What follows belongs to an exercise in optimizing a design on an open flow for small area; a production flow would make more cautious choices. In this exercise RTL edits were held to simulation tests only and were not proved equivalent to the original. No activity file was given, so power comes from the tool's default toggle rates.

## willow
Design vehicle_safety_interlock_unit, start of the top module:
module vehicle_safety_interlock_unit (
    input  logic        clk,
    input  logic        rst_n,
    input  logic        s_tvalid,
    output logic        s_tready,
    input  logic [55:0] s_tdata,
    input  logic [2:0]  s_tuser,
    output logic        m_tvalid,
    input  logic        m_tready,
    output logic [79:0] m_tdata,
    input  logic        cfg_valid,
    output logic        cfg_ready,
    input  logic [2:0]  cfg_addr,
    input  logic [15:0] cfg_data
);
Size in the first run: roughly 320 flip-flops, ~170 I/O pins.
Settings: LEC_CHECK=0, CAP_MARGIN=20, CORE_MARGIN=2, CORE_UTILIZATION=70, PLACE_DENSITY=0.85, SLEW_MARGIN=20; clock period 7.0 ns.
standard.sh (not shown) runs the stock make flow with config.mk's settings and CLKGATE_MAP_FILE= SYNTH_SCRIPT=/design/flow/synth_recipe.tcl, a recipe that flattens the netlist after the stock synthesis.
==> flow/flow/run.sh <==
#!/bin/bash
# Standard ORFS layout (standard.sh: the standard flow's synthesis and ORFS steps) with
# two changes: ports are buffered with the smallest buffer (buf_1), and CTS
# adds no dummy loads and builds the tree from small clock buffers.
set -o pipefail
export BUFFER_PORTS_ARGS="-buffer_cell sky130_fd_sc_hd__buf_1"
export CTS_ARGS="-sink_clustering_enable -repair_clock_nets -dont_use_dummy_load -buf_list {sky130_fd_sc_hd__clkbuf_4} -sink_clustering_size 10 -sink_clustering_max_diameter 40"
bash standard.sh > standard.log 2>&1
willow finished every step from synthesis to the final layout, and the layout passed the timing, DRC and antenna checks.
Setup changes, willow to ember
--- a/flow/flow/run.sh
+++ b/flow/flow/run.sh
@@ -7 +7 @@
-export CTS_ARGS="-sink_clustering_enable -repair_clock_nets -dont_use_dummy_load -buf_list {sky130_fd_sc_hd__clkbuf_4} -sink_clustering_size 10 -sink_clustering_max_diameter 40"
+export CTS_ARGS="-repair_clock_nets -dont_use_dummy_load -buf_list {sky130_fd_sc_hd__clkbuf_8}"
--- a/flow/config.mk
+++ b/flow/config.mk
@@ -8 +8 @@
-export CAP_MARGIN = 20
+export CAP_MARGIN = 0
@@ -10,3 +10,3 @@
-export CORE_UTILIZATION = 70
-export PLACE_DENSITY = 0.85
-export SLEW_MARGIN = 20
+export CORE_UTILIZATION = 60
+export PLACE_DENSITY = 0.8
+export SLEW_MARGIN = 0
Findings:
Looking at worst-case setup slack after placement, ember sits 0.027 ns below willow.
Delta (ember minus willow): flop-to-flop setup slack shrank by 0.07 ns, switching portion of total power shrank by 1.3 points.
Edits applied to the flow inputs when going from ember to garnet:
--- a/flow/flow/run.sh
+++ b/flow/flow/run.sh
@@ -7 +7 @@
-export CTS_ARGS="-repair_clock_nets -dont_use_dummy_load -buf_list {sky130_fd_sc_hd__clkbuf_8}"
+export CTS_ARGS="-sink_clustering_enable -repair_clock_nets -dont_use_dummy_load -buf_list {sky130_fd_sc_hd__clkbuf_4} -sink_clustering_size 10 -sink_clustering_max_diameter 40"
--- a/flow/config.mk
+++ b/flow/config.mk
@@ -10,0 +11 @@
+export GPL_TIMING_DRIVEN = 0
## What came out
- Area growth from synthesis to layout (garnet over ember): decrease, 0.74 points
- Comparing ember against garnet, there is no change at all in non-clock inverter instance count of the final layout.
- ember → garnet: required time at the endpoint of the critical path has increased; sequential share of layout area shows an increase of 0.34 points; final design area excluding fillers went down by about 0.7%; die area comparable.
- Per the comparison of garnet with ember, power went down about 9%; part of the total power dissipated in sequential elements went up 5.5 points; share of total power in the clock network went down 7.1 points.
- On total routing resource utilization after global routing, ember and garnet are basically level.
Inputs modified between garnet and pepper:
--- a/flow/config.mk
+++ b/flow/config.mk
@@ -8 +8 @@
-export CAP_MARGIN = 0
+export CAP_MARGIN = 20
@@ -11 +10,0 @@
-export GPL_TIMING_DRIVEN = 0
@@ -13 +12 @@
-export SLEW_MARGIN = 0
+export SLEW_MARGIN = 20
==> comparison <==
Met2 demand-to-capacity share in global routing, garnet and pepper: smaller value in pepper
pepper against garnet; count of clock-net buffers in the final layout is down by a few percent.
Vias after detailed routing (pepper vs. garnet) decreases by a few percent
[compare] base=garnet new=pepper: non-clock inverter count in the final layout held; clock transition at the register clock pins on the worst setup and hold paths after CTS stayed essentially flat; fraction of area in registers picked up an extra 0.72 points; wire length lost 3.6%; worst max-slew margin expressed relative to the limit went down by 4.6 points.
Of the two candidates, garnet has the worse total half-perimeter wirelength after legalization and detailed placement and pepper the better one.
The combinational cell fraction of total power of pepper and that of garnet are within noise of each other.
The final-layout worst hold slack was comparable across garnet and pepper.
Input changes introduced in lagoon (baseline for comparison: pepper):
--- a/flow/flow/run.sh
+++ b/flow/flow/run.sh
@@ -7 +7 @@
-export CTS_ARGS="-sink_clustering_enable -repair_clock_nets -dont_use_dummy_load -buf_list {sky130_fd_sc_hd__clkbuf_4} -sink_clustering_size 10 -sink_clustering_max_diameter 40"
+export CTS_ARGS="-sink_clustering_enable -repair_clock_nets -dont_use_dummy_load -buf_list {sky130_fd_sc_hd__clkbuf_4} -sink_clustering_size 12 -sink_clustering_max_diameter 45"
Notes after the runs:
lagoon improves on pepper in setup slack. Per the comparison of lagoon with pepper, routed wire length climbed about 0.33%; number of buffers inserted during clock tree synthesis decreased by 15% relative to the old numbers; total power of the final layout down 1.0%; reg-to-reg setup timing slack increased by 0.04 ns relative to the old numbers.
Edits applied to the flow inputs when going from lagoon to yarrow:
--- a/flow/flow/run.sh
+++ b/flow/flow/run.sh
@@ -7 +7 @@
-export CTS_ARGS="-sink_clustering_enable -repair_clock_nets -dont_use_dummy_load -buf_list {sky130_fd_sc_hd__clkbuf_4} -sink_clustering_size 12 -sink_clustering_max_diameter 45"
+export CTS_ARGS="-sink_clustering_enable -repair_clock_nets -dont_use_dummy_load -buf_list {sky130_fd_sc_hd__clkbuf_4} -sink_clustering_size 10 -sink_clustering_max_diameter 40"
--- a/flow/config.mk
+++ b/flow/config.mk
@@ -8 +8 @@
-export CAP_MARGIN = 20
+export CAP_MARGIN = 0
@@ -12 +12 @@
-export SLEW_MARGIN = 20
+export SLEW_MARGIN = 0
### Flow results
- Each of the runs, namely lagoon and yarrow, reached the end of the flow and came out clean.
- Comparing lagoon and yarrow, clock-net power is lower on lagoon.
- lagoon → yarrow: clock power share went up; iteration count of the initial detailed-routing pass shows an increase of 1; maximum single-stage delay on the critical path saw little to no change; non-clock buffer total of the final layout now smaller; fmax barely changed.
- The share of cell area taken by multi-input logic gates on yarrow is in line with that on lagoon.
- Total of clock buffers placed in the layout came out higher on yarrow than on lagoon.
- In the metrics for lagoon and yarrow, the one carrying the higher worst-margin pin slew is yarrow.

---

Setup of run 1:
vehicle_safety_interlock_unit, a different RTL version from the one above (not shown whole).
Size in the first run: roughly 320 flip-flops, ~170 I/O pins, ~0.014 mm² of cells after synthesis.
==> flow/design.v (excerpt) <==
module vehicle_safety_interlock_unit (
    input  logic        clk,
    input  logic        rst_n,
    input  logic        s_tvalid,
    output logic        s_tready,
    input  logic [55:0] s_tdata,
    input  logic [2:0]  s_tuser,
    output logic        m_tvalid,
    input  logic        m_tready,
    output logic [79:0] m_tdata,
    input  logic        cfg_valid,
    output logic        cfg_ready,
    input  logic [2:0]  cfg_addr,
    input  logic [15:0] cfg_data
);
export LEC_CHECK = 0
export CAP_MARGIN = 20
export CORE_MARGIN = 2
export CORE_UTILIZATION = 60
export PLACE_DENSITY = 0.8
export SLEW_MARGIN = 20
create_clock -name core_clock -period 7.0 [get_ports {clk}]
==> flow/flow/run.sh <==
#!/bin/bash
# Standard ORFS layout (standard.sh: the standard flow's synthesis and ORFS steps) with
# two changes: ports are buffered with the smallest buffer (buf_1), and CTS
# adds no dummy loads and builds the tree from small clock buffers.
set -o pipefail
export BUFFER_PORTS_ARGS="-buffer_cell sky130_fd_sc_hd__buf_1"
export CTS_ARGS="-sink_clustering_enable -repair_clock_nets -dont_use_dummy_load -buf_list {sky130_fd_sc_hd__clkbuf_2} -sink_clustering_size 6 -sink_clustering_max_diameter 30"
bash standard.sh > standard.log 2>&1
The flow did not stop early for run 1: all stages ran, and the layout cleared the timing, DRC and antenna checks.
Relative to run 1, the following input files were edited for run 2:
--- a/flow/flow/run.sh
+++ b/flow/flow/run.sh
@@ -6,3 +6,3 @@
 export BUFFER_PORTS_ARGS="-buffer_cell sky130_fd_sc_hd__buf_1"
-export CTS_ARGS="-sink_clustering_enable -repair_clock_nets -dont_use_dummy_load -buf_list {sky130_fd_sc_hd__clkbuf_2} -sink_clustering_size 6 -sink_clustering_max_diameter 30"
+export CTS_ARGS="-sink_clustering_enable -repair_clock_nets -dont_use_dummy_load -buf_list {sky130_fd_sc_hd__clkbuf_4} -sink_clustering_size 10 -sink_clustering_max_diameter 40"
 bash standard.sh > standard.log 2>&1
Re combinational group share of total power: run 2 is 0.4 points up on run 1. Met2 track demand over resource: run 2 and run 1 compared, lower one is run 1. Worst setup slack: run 2 vs run 1 up 0.016 ns.
Input-level comparison between run 3 and run 2:
--- a/flow/flow/run.sh
+++ b/flow/flow/run.sh
@@ -6,3 +6,3 @@
 export BUFFER_PORTS_ARGS="-buffer_cell sky130_fd_sc_hd__buf_1"
-export CTS_ARGS="-sink_clustering_enable -repair_clock_nets -dont_use_dummy_load -buf_list {sky130_fd_sc_hd__clkbuf_4} -sink_clustering_size 10 -sink_clustering_max_diameter 40"
+export CTS_ARGS="-sink_clustering_enable -repair_clock_nets -dont_use_dummy_load -buf_list {sky130_fd_sc_hd__clkbuf_8} -sink_clustering_size 16 -sink_clustering_max_diameter 50"
 bash standard.sh > standard.log 2>&1
==> run summary <==
Compared with run 2, run 3 has less setup slack.
[compare] base=run 2 new=run 3: final wirelength increased about 0.5%, final area went up.
Run 3 has register-to-register slack below what run 2 had.
In the tables for run 3 and run 2, part of the power in registers reads higher with run 2.

## afterwards: timing with drivers on the ports
How much do the figures lean on ideal ports? The routed layouts below were timed once more, with nothing changed but the port constraints. Step 1: set_driving_cell puts a clkbuf_16 on clk and a buf_2 on each other input, an assumption about the parent block. Step 2 moves the port delays by t, midway between the first and last clock arrival at a register: inputs arrive t later, outputs are due t later. That takes back most of the time a late clock gives input paths. Three values: no drivers, after step 1, after step 2; two values: the first two.
| run | t, ns | setup slack, ns | hold slack, ns | worst setup path after step 2 | clock arrival spread, ns |
|---|---|---|---|---|---|
| willow | 0.655 | 2.342 / 2.342 / 2.342 | 0.494 / 0.494 / 0.494 | register to register | 0.097 / 0.096 |
| ember | 0.617 | 2.271 / 2.271 / 2.271 | 0.460 / 0.460 / 0.460 | register to register | 0.051 / 0.051 |
| garnet | 0.687 | 2.608 / 2.608 / 2.440 | 0.473 / 0.473 / 0.473 | input to register | 0.082 / 0.082 |
| pepper | 0.674 | 2.329 / 2.329 / 2.329 | 0.471 / 0.471 / 0.471 | register to register | 0.053 / 0.052 |
| lagoon | 0.678 | 2.365 / 2.365 / 2.365 | 0.476 / 0.476 / 0.476 | register to register | 0.089 / 0.089 |
| yarrow | 0.677 | 2.360 / 2.360 / 2.360 | 0.468 / 0.468 / 0.468 | register to register | 0.067 / 0.066 |
| run 1 | 0.828 | 1.894 / 1.894 / 1.894 | 0.485 / 0.485 / 0.485 | register to register | 0.118 / 0.118 |
| run 2 | 0.664 | 1.910 / 1.910 / 1.910 | 0.480 / 0.480 / 0.480 | register to register | 0.085 / 0.084 |
| run 3 | 0.552 | 1.850 / 1.850 / 1.850 | 0.482 / 0.482 / 0.482 | register to register | 0.078 / 0.077 |
After both steps setup and hold are still met in every run listed. For garnet, which loses most, drivers alone change the setup slack by 0.000 ns; drivers and shift together by -0.168 ns.
